What follows belongs to an exercise in optimizing a design on an open flow for small area, a short achievable clock period and few clock cycles; a production flow would make more cautious choices.
The RTL was checked by simulation tests, not by an equivalence proof against the original design.
Power figures rest on the tool's default switching activity, not on a simulated workload.

==> umber: inputs <==
## mandel_top
module mandel_top (
	input  wire                    clk,
	input  wire                    rst,
	input  wire                    psel,
	input  wire                    penable,
	input  wire                    pwrite,
	input  mandel_pkg::apb_addr_t  paddr,
	input  mandel_pkg::word_t      pwdata,
	output mandel_pkg::word_t      prdata,
	output logic                   pready,
	output logic                   pslverr,
	output logic                   pix_valid,
	output mandel_pkg::pix_addr_t  pix_addr,
	output mandel_pkg::iter_t      pix_iter,
	output mandel_pkg::color_t     pix_color
);
==> flow/config.mk <==
export PLATFORM = sky130hd
export DESIGN_NAME = mandel_top
export DESIGN_NICKNAME = mandel_top
export VERILOG_FILES = /design/flow/design.v
export SDC_FILE = /design/flow/constraint.sdc
export NUM_CORES = 4
export LEC_CHECK = 0
export CAP_MARGIN = 20
export CORE_MARGIN = 2
export CORE_UTILIZATION = 70
export PLACE_DENSITY = 0.8
export SLEW_MARGIN = 20
==> flow/constraint.sdc <==
create_clock -name core_clock -period 22.0 [get_ports {clk}]
set_input_delay 4.4000 -clock core_clock [delete_from_list [all_inputs] [get_ports {clk}]]
set_output_delay 4.4000 -clock core_clock [all_outputs]
set_load 0.01 [all_outputs]
standard.sh (not shown) runs the stock make flow with config.mk's settings and CLKGATE_MAP_FILE= SYNTH_SCRIPT=/design/flow/synth_recipe.tcl, a recipe that flattens the netlist after the stock synthesis.
==> flow/flow/run.sh <==
#!/bin/bash
# The standard layout (the standard.sh: its synthesis, floorplan, power
# grid, placement, clock tree and routing), with two changes in how it is
# optimised; the clock period and the constraints stay the design's:
# - the port buffers that global placement adds are buf_4 cells rather than
#   the default delay-buffer cell, which is slow on every input and output
# - timing repair after clock-tree synthesis and global routing works the
#   worst paths down towards 5.5 ns instead of stopping once the 22 ns clock
#   is met (a setup margin of 16.5 ns)
set -euo pipefail
export BUFFER_PORTS_ARGS="-buffer_cell sky130_fd_sc_hd__buf_4"
export SETUP_SLACK_MARGIN=16.5
bash standard.sh finish > layout.log 2>&1
==> tundra: changes against umber <==
--- a/flow/design.v
+++ b/flow/design.v
@@ -4571,41 +4571,39 @@
 	assign y1[25] = yi_w105;
 	assign y0[26] = yi_w106;
 	assign y1[26] = yi_w107;
 endmodule
 `default_nettype wire
 `timescale 1ns/1ps
 `default_nettype none
-module mandel_ring (
+module mandel_iterator (
 	input  wire                    clk,
 	input  wire                    rst,
+	input  wire                    frame_start,
 	input  mandel_pkg::iter_t      max_iter,
-	input  wire                    give,
+	input  wire                    have,
 	input  mandel_pkg::fixed_t     new_cr,
 	input  mandel_pkg::fixed_t     new_ci,
 	input  mandel_pkg::pix_addr_t  new_addr,
-	input  wire                    grant,
-	output logic                   want,
-	output logic                   done_now,
-	output mandel_pkg::pix_addr_t  done_addr,
-	output mandel_pkg::iter_t      done_iter,
-	output mandel_pkg::color_t     done_color,
-	output logic                   active
+	output logic                   take,
+	output logic                   frame_done,
+	output logic                   res_valid,
+	output mandel_pkg::pix_addr_t  res_addr,
+	output mandel_pkg::iter_t      res_iter,
+	output mandel_pkg::color_t     res_color
 );
 	localparam logic signed [26:0] LIM = 27'sd16777216;   
 	logic                  v1;
-	logic                  pend1;
 	mandel_pkg::fixed_t    zr1, zi1, cr1, ci1, sr1, si1;
 	mandel_pkg::iter_t     n1;
 	mandel_pkg::pix_addr_t a1;
 	logic [12:0]           one1, two1;   
 	logic                  v2;
 	logic                  stop2;    
 	logic                  loop2;    
-	logic                  pend2;    
 	logic [26:0]           rr2a, rr2b, ii2a, ii2b;
 	logic [25:0]           ri2a, ri2b;
 	logic                  rr2c, ii2c, ri2c;
 	mandel_pkg::fixed_t    cr2, ci2, sr2, si2;
 	mandel_pkg::iter_t     n2;
 	mandel_pkg::pix_addr_t a2;
 	logic        big1, lim1, loop1, save1;
@@ -4636,48 +4634,42 @@
 	mandel_step_sums i_sums (
 		.rra(rr2a), .rrb(rr2b), .rrc(rr2c),
 		.iia(ii2a), .iib(ii2b), .iic(ii2c),
 		.ria(ri2a), .rib(ri2b), .ric(ri2c),
 		.cr(cr2), .ci(ci2),
 		.esc(esc), .zr(zr_next), .zi(zi_next)
 	);
-	logic hold;
-	assign finish    = pend2 || stop2 || loop2 || esc;
-	assign cont      = v2 && !finish;
-	assign hold      = v2 && finish && !grant;
-	assign want      = !(cont || hold);
-	assign done_now  = v2 && finish && grant;
-	assign done_addr = a2;
-	assign done_iter  = (loop2 && !pend2) ? max_iter : n2;
-	assign done_color = (loop2 && !pend2) ? 8'h00 : color2;
-	assign active     = v1 || v2;
+	assign finish = stop2 || loop2 || esc;
+	assign cont   = v2 && !finish;
+	assign take   = have && !cont;
 	mandel_pkg::fixed_t zi_in;
 	logic [12:0]        one_in, two_in;
 	logic [2:0]         grp;
 	always_comb begin
-		zi_in = cont ? zi_next : new_ci;   
+		zi_in = cont ? zi_next : new_ci;
 		for (int j = 0; j < 13; j++) begin
 			grp       = {zi_in[2 * j + 1], zi_in[2 * j], (j == 0) ? 1'b0 : zi_in[2 * j - 1]};
 			one_in[j] = grp[0] ^ grp[1];
 			two_in[j] = (grp == 3'b100) || (grp == 3'b011);
 		end
 	end
 	always_ff @(posedge clk or posedge rst) begin
 		if (rst) begin
-			v1 <= 1'b0;
-			v2 <= 1'b0;
+			v1        <= 1'b0;
+			v2        <= 1'b0;
+			res_valid <= 1'b0;
 		end else begin
-			v1 <= cont || hold || give;
-			v2 <= v1;
+			v1        <= cont || have;
+			v2        <= v1;
+			res_valid <= v2 && finish;
 		end
 	end
 	always_ff @(posedge clk) begin
 		stop2 <= big1 || lim1;
 		loop2 <= loop1;
-		pend2 <= pend1;
 		rr2a  <= sqr0[49:23];
 		rr2b  <= sqr1[49:23];
 		rr2c  <= lo_r[23];
 		ii2a  <= sqi0[49:23];
 		ii2b  <= sqi1[49:23];
 		ii2c  <= lo_i[23];
 		ri2a  <= pr0[48:23];
@@ -4688,97 +4680,43 @@
 		n2    <= n1;
 		a2    <= a1;
 		sr2   <= save1 ? zr1 : sr1;
 		si2   <= save1 ? zi1 : si1;
 		zi1  <= zi_in;
 		one1 <= one_in;
 		two1 <= two_in;
-		pend1 <= hold;
 		if (cont) begin
 			zr1 <= zr_next;
 			n1  <= n2 + 1'b1;
-		end else if (hold) begin
-			zr1 <= new_cr;
-			n1  <= done_iter;
-		end else begin
-			zr1 <= new_cr;
-			n1  <= mandel_pkg::iter_t'(1);
-		end
-		if (cont || hold) begin
 			cr1 <= cr2;
 			ci1 <= ci2;
 			a1  <= a2;
 		end else begin
+			zr1 <= new_cr;
+			n1  <= mandel_pkg::iter_t'(1);
 			cr1 <= new_cr;
 			ci1 <= new_ci;
 			a1  <= new_addr;
 		end
 		sr1 <= sr2;
 		si1 <= si2;
-	end
-endmodule
-module mandel_iterator (
-	input  wire                    clk,
-	input  wire                    rst,
-	input  wire                    frame_start,
-	input  mandel_pkg::iter_t      max_iter,
-	input  wire                    have,
-	input  mandel_pkg::fixed_t     new_cr,
-	input  mandel_pkg::fixed_t     new_ci,
-	input  mandel_pkg::pix_addr_t  new_addr,
-	output logic                   take,
-	output logic                   frame_done,
-	output logic                   res_valid,
-	output mandel_pkg::pix_addr_t  res_addr,
-	output mandel_pkg::iter_t      res_iter,
-	output mandel_pkg::color_t     res_color
-);
-	logic                  want0, want1, give0, give1;
-	logic                  done0, done1, act0, act1;
-	mandel_pkg::pix_addr_t addr0, addr1;
-	mandel_pkg::iter_t     iter0, iter1;
-	mandel_pkg::color_t    color0, color1;
-	assign give0 = have && want0;
-	assign give1 = have && want1 && !want0;
-	assign take  = give0 || give1;
-	mandel_ring i_ring0 (
-		.clk(clk), .rst(rst), .max_iter(max_iter),
-		.give(give0), .new_cr(new_cr), .new_ci(new_ci), .new_addr(new_addr),
-		.grant(1'b1), .want(want0),
-		.done_now(done0), .done_addr(addr0), .done_iter(iter0), .done_color(color0),
-		.active(act0)
-	);
-	mandel_ring i_ring1 (
-		.clk(clk), .rst(rst), .max_iter(max_iter),
-		.give(give1), .new_cr(new_cr), .new_ci(new_ci), .new_addr(new_addr),
-		.grant(!done0), .want(want1),
-		.done_now(done1), .done_addr(addr1), .done_iter(iter1), .done_color(color1),
-		.active(act1)
-	);
-	always_ff @(posedge clk or posedge rst) begin
-		if (rst)
-			res_valid <= 1'b0;
-		else
-			res_valid <= done0 || done1;
-	end
-	always_ff @(posedge clk) begin
-		res_addr  <= done0 ? addr0 : addr1;
-		res_iter  <= done0 ? iter0 : iter1;
-		res_color <= done0 ? color0 : color1;
+		res_addr  <= a2;
+		res_iter  <= loop2 ? max_iter : n2;
+		res_color <= loop2 ? 8'h00 : color2;
 	end
 	logic run;
 	always_ff @(posedge clk or posedge rst) begin
 		if (rst)
 			run <= 1'b0;
 		else if (frame_start)
 			run <= 1'b1;
 		else if (frame_done)
 			run <= 1'b0;
 	end
-	assign frame_done = run && !have && !act0 && !act1;
+	assign frame_done = run && !have && !v1 && !v2;
 endmodule
 `default_nettype wire
 `timescale 1ns/1ps
 `default_nettype none
 module palette_lut (
 	input  mandel_pkg::iter_t   iter,
 	input  mandel_pkg::iter_t   max_iter,
==> flow/run.sh (new file) <==
#!/bin/bash
# synth_recipe.tcl (not shown) runs the flow's synth.tcl, then flattens the netlist and writes it again
# the make line also repeats each setting of config.mk as NAME=value (left out here)
make -C /OpenROAD-flow-scripts/flow DESIGN_CONFIG=/design/flow/config.mk WORK_HOME=/design/flow/orfs CLKGATE_MAP_FILE= SYNTH_SCRIPT=/design/flow/synth_recipe.tcl finish
==> flow/config.mk (replaced) <==
export PLATFORM = sky130hd
export DESIGN_NAME = mandel_top
export DESIGN_NICKNAME = mandel_top
export VERILOG_FILES = /design/flow/design.v
export SDC_FILE = /design/flow/constraint.sdc
export NUM_CORES = 4
export LEC_CHECK = 0
export CAP_MARGIN = 20
export CORE_MARGIN = 2
export CORE_UTILIZATION = 40
export SLEW_MARGIN = 20
removed: flow/flow/run.sh
removed: flow/standard.sh
==> ember: changes against umber <==
--- a/flow/design.v
+++ b/flow/design.v
@@ -4571,41 +4571,39 @@
 	assign y1[25] = yi_w105;
 	assign y0[26] = yi_w106;
 	assign y1[26] = yi_w107;
 endmodule
 `default_nettype wire
 `timescale 1ns/1ps
 `default_nettype none
-module mandel_ring (
+module mandel_iterator (
 	input  wire                    clk,
 	input  wire                    rst,
+	input  wire                    frame_start,
 	input  mandel_pkg::iter_t      max_iter,
-	input  wire                    give,
+	input  wire                    have,
 	input  mandel_pkg::fixed_t     new_cr,
 	input  mandel_pkg::fixed_t     new_ci,
 	input  mandel_pkg::pix_addr_t  new_addr,
-	input  wire                    grant,
-	output logic                   want,
-	output logic                   done_now,
-	output mandel_pkg::pix_addr_t  done_addr,
-	output mandel_pkg::iter_t      done_iter,
-	output mandel_pkg::color_t     done_color,
-	output logic                   active
+	output logic                   take,
+	output logic                   frame_done,
+	output logic                   res_valid,
+	output mandel_pkg::pix_addr_t  res_addr,
+	output mandel_pkg::iter_t      res_iter,
+	output mandel_pkg::color_t     res_color
 );
 	localparam logic signed [26:0] LIM = 27'sd16777216;   
 	logic                  v1;
-	logic                  pend1;
 	mandel_pkg::fixed_t    zr1, zi1, cr1, ci1, sr1, si1;
 	mandel_pkg::iter_t     n1;
 	mandel_pkg::pix_addr_t a1;
 	logic [12:0]           one1, two1;   
 	logic                  v2;
 	logic                  stop2;    
 	logic                  loop2;    
-	logic                  pend2;    
 	logic [26:0]           rr2a, rr2b, ii2a, ii2b;
 	logic [25:0]           ri2a, ri2b;
 	logic                  rr2c, ii2c, ri2c;
 	mandel_pkg::fixed_t    cr2, ci2, sr2, si2;
 	mandel_pkg::iter_t     n2;
 	mandel_pkg::pix_addr_t a2;
 	logic        big1, lim1, loop1, save1;
@@ -4636,48 +4634,42 @@
 	mandel_step_sums i_sums (
 		.rra(rr2a), .rrb(rr2b), .rrc(rr2c),
 		.iia(ii2a), .iib(ii2b), .iic(ii2c),
 		.ria(ri2a), .rib(ri2b), .ric(ri2c),
 		.cr(cr2), .ci(ci2),
 		.esc(esc), .zr(zr_next), .zi(zi_next)
 	);
-	logic hold;
-	assign finish    = pend2 || stop2 || loop2 || esc;
-	assign cont      = v2 && !finish;
-	assign hold      = v2 && finish && !grant;
-	assign want      = !(cont || hold);
-	assign done_now  = v2 && finish && grant;
-	assign done_addr = a2;
-	assign done_iter  = (loop2 && !pend2) ? max_iter : n2;
-	assign done_color = (loop2 && !pend2) ? 8'h00 : color2;
-	assign active     = v1 || v2;
+	assign finish = stop2 || loop2 || esc;
+	assign cont   = v2 && !finish;
+	assign take   = have && !cont;
 	mandel_pkg::fixed_t zi_in;
 	logic [12:0]        one_in, two_in;
 	logic [2:0]         grp;
 	always_comb begin
-		zi_in = cont ? zi_next : new_ci;   
+		zi_in = cont ? zi_next : new_ci;
 		for (int j = 0; j < 13; j++) begin
 			grp       = {zi_in[2 * j + 1], zi_in[2 * j], (j == 0) ? 1'b0 : zi_in[2 * j - 1]};
 			one_in[j] = grp[0] ^ grp[1];
 			two_in[j] = (grp == 3'b100) || (grp == 3'b011);
 		end
 	end
 	always_ff @(posedge clk or posedge rst) begin
 		if (rst) begin
-			v1 <= 1'b0;
-			v2 <= 1'b0;
+			v1        <= 1'b0;
+			v2        <= 1'b0;
+			res_valid <= 1'b0;
 		end else begin
-			v1 <= cont || hold || give;
-			v2 <= v1;
+			v1        <= cont || have;
+			v2        <= v1;
+			res_valid <= v2 && finish;
 		end
 	end
 	always_ff @(posedge clk) begin
 		stop2 <= big1 || lim1;
 		loop2 <= loop1;
-		pend2 <= pend1;
 		rr2a  <= sqr0[49:23];
 		rr2b  <= sqr1[49:23];
 		rr2c  <= lo_r[23];
 		ii2a  <= sqi0[49:23];
 		ii2b  <= sqi1[49:23];
 		ii2c  <= lo_i[23];
 		ri2a  <= pr0[48:23];
@@ -4688,97 +4680,43 @@
 		n2    <= n1;
 		a2    <= a1;
 		sr2   <= save1 ? zr1 : sr1;
 		si2   <= save1 ? zi1 : si1;
 		zi1  <= zi_in;
 		one1 <= one_in;
 		two1 <= two_in;
-		pend1 <= hold;
 		if (cont) begin
 			zr1 <= zr_next;
 			n1  <= n2 + 1'b1;
-		end else if (hold) begin
-			zr1 <= new_cr;
-			n1  <= done_iter;
-		end else begin
-			zr1 <= new_cr;
-			n1  <= mandel_pkg::iter_t'(1);
-		end
-		if (cont || hold) begin
 			cr1 <= cr2;
 			ci1 <= ci2;
 			a1  <= a2;
 		end else begin
+			zr1 <= new_cr;
+			n1  <= mandel_pkg::iter_t'(1);
 			cr1 <= new_cr;
 			ci1 <= new_ci;
 			a1  <= new_addr;
 		end
 		sr1 <= sr2;
 		si1 <= si2;
-	end
-endmodule
-module mandel_iterator (
-	input  wire                    clk,
-	input  wire                    rst,
-	input  wire                    frame_start,
-	input  mandel_pkg::iter_t      max_iter,
-	input  wire                    have,
-	input  mandel_pkg::fixed_t     new_cr,
-	input  mandel_pkg::fixed_t     new_ci,
-	input  mandel_pkg::pix_addr_t  new_addr,
-	output logic                   take,
-	output logic                   frame_done,
-	output logic                   res_valid,
-	output mandel_pkg::pix_addr_t  res_addr,
-	output mandel_pkg::iter_t      res_iter,
-	output mandel_pkg::color_t     res_color
-);
-	logic                  want0, want1, give0, give1;
-	logic                  done0, done1, act0, act1;
-	mandel_pkg::pix_addr_t addr0, addr1;
-	mandel_pkg::iter_t     iter0, iter1;
-	mandel_pkg::color_t    color0, color1;
-	assign give0 = have && want0;
-	assign give1 = have && want1 && !want0;
-	assign take  = give0 || give1;
-	mandel_ring i_ring0 (
-		.clk(clk), .rst(rst), .max_iter(max_iter),
-		.give(give0), .new_cr(new_cr), .new_ci(new_ci), .new_addr(new_addr),
-		.grant(1'b1), .want(want0),
-		.done_now(done0), .done_addr(addr0), .done_iter(iter0), .done_color(color0),
-		.active(act0)
-	);
-	mandel_ring i_ring1 (
-		.clk(clk), .rst(rst), .max_iter(max_iter),
-		.give(give1), .new_cr(new_cr), .new_ci(new_ci), .new_addr(new_addr),
-		.grant(!done0), .want(want1),
-		.done_now(done1), .done_addr(addr1), .done_iter(iter1), .done_color(color1),
-		.active(act1)
-	);
-	always_ff @(posedge clk or posedge rst) begin
-		if (rst)
-			res_valid <= 1'b0;
-		else
-			res_valid <= done0 || done1;
-	end
-	always_ff @(posedge clk) begin
-		res_addr  <= done0 ? addr0 : addr1;
-		res_iter  <= done0 ? iter0 : iter1;
-		res_color <= done0 ? color0 : color1;
+		res_addr  <= a2;
+		res_iter  <= loop2 ? max_iter : n2;
+		res_color <= loop2 ? 8'h00 : color2;
 	end
 	logic run;
 	always_ff @(posedge clk or posedge rst) begin
 		if (rst)
 			run <= 1'b0;
 		else if (frame_start)
 			run <= 1'b1;
 		else if (frame_done)
 			run <= 1'b0;
 	end
-	assign frame_done = run && !have && !act0 && !act1;
+	assign frame_done = run && !have && !v1 && !v2;
 endmodule
 `default_nettype wire
 `timescale 1ns/1ps
 `default_nettype none
 module palette_lut (
 	input  mandel_pkg::iter_t   iter,
 	input  mandel_pkg::iter_t   max_iter,
==> flow/config.mk (replaced) <==
export PLATFORM = sky130hd
export DESIGN_NAME = mandel_top
export DESIGN_NICKNAME = mandel_top
export VERILOG_FILES = /design/flow/design.v
export SDC_FILE = /design/flow/constraint.sdc
export NUM_CORES = 4
export LEC_CHECK = 0
export CAP_MARGIN = 20
export CORE_MARGIN = 2
export CORE_UTILIZATION = 60
export PLACE_DENSITY = 0.7
export SLEW_MARGIN = 20
==> run notes <==
- The highest cell count belongs to umber, the lowest to ember.
- Wire length: umber > tundra > ember.
- In tundra the clock-buffer cell count is lower than in ember, by 16.
- The lowest global-route usage belongs to tundra, the highest to umber.
- Worst setup slack: ember > umber > tundra.
- Register-to-register slack: ember > umber > tundra.
- Between tundra and umber, the lower sequential share of layout area is in umber (gap 2.8 points).
==> figures <==
metric	umber	tundra	ember
Result of the run	timing/DRC/antenna clean	timing/DRC/antenna clean	timing/DRC/antenna clean
Bufs w/o clock	337	222	224
Area used by multi-input combinational logic	82990 um2	44240 um2	44400 um2
Count of cells along the worst register-to-register path	17	15	19
Post-route cell area	134800 um2	77480 um2	76520 um2
Hold path endpoint	i_iter.i_ring0.cr2[19]$_DFF_P_	i_iter.si1[24]$_DFF_P_	i_iter.cr2[10]$_DFF_P_
Layout Skew	0.05893 ns	0.04457 ns	0.08145 ns
Clk pwr	2700 uW	1760 uW	1630 uW
Slew of the pin with the lowest slew margin	1.151 ns	1.146 ns	1.013 ns
Hold_sp	i_iter.i_ring0.cr1[19]$_DFF_P_	i_iter.si2[24]$_DFF_P_	i_iter.cr1[10]$_DFF_P_
Final nets	15500	8588	8587
Register fraction of the total cell area	22.35%	25.18%	25.64%
Post-Layout Cell Count	15330	9658	8838
Worst skew pair latency	0.84 ns	0.74 ns	0.73 ns
Share of Yosys cell area claimed by the top area cell type	29.27%	26.15%	26.15%
Testbench counts of umber, summed over its fixed seeds: cycles 339,082.
Testbench counts of tundra, summed over its fixed seeds: cycles 673,532.
Testbench counts of ember, summed over its fixed seeds: cycles 673,532.

port drivers added, routing unchanged:
How much do the figures lean on ideal ports? The routed layouts below were timed once more, with nothing changed but the port constraints. Step 1: set_driving_cell puts a clkbuf_16 on clk and a buf_2 on each other input, an assumption about the parent block. Step 2 times the ports against the registers' clock, not the clock port: input delays grow and output delays shrink by t, the midpoint of the rising clock arrivals with the driver on. Three values: no drivers, after step 1, after step 2; two values: the first two.
| run | shift t [ns] | setup WS [ns] | latest minus earliest clock arrival (ns) | pins driven straight from the clock port |
|---|---|---|---|---|
| umber | 0.901 | 16.255 / 16.169 / 15.622 | 0.059 / 0.059 | 1 |
| tundra | 0.794 | 15.684 / 15.694 / 14.943 | 0.048 / 0.047 | 1 |
| ember | 0.757 | 16.298 / 16.228 / 15.815 | 0.085 / 0.086 | 1 |
After both steps every run listed still meets setup and hold. For tundra, which loses most, drivers alone change the setup slack by +0.010 ns; drivers and shift together by -0.741 ns.
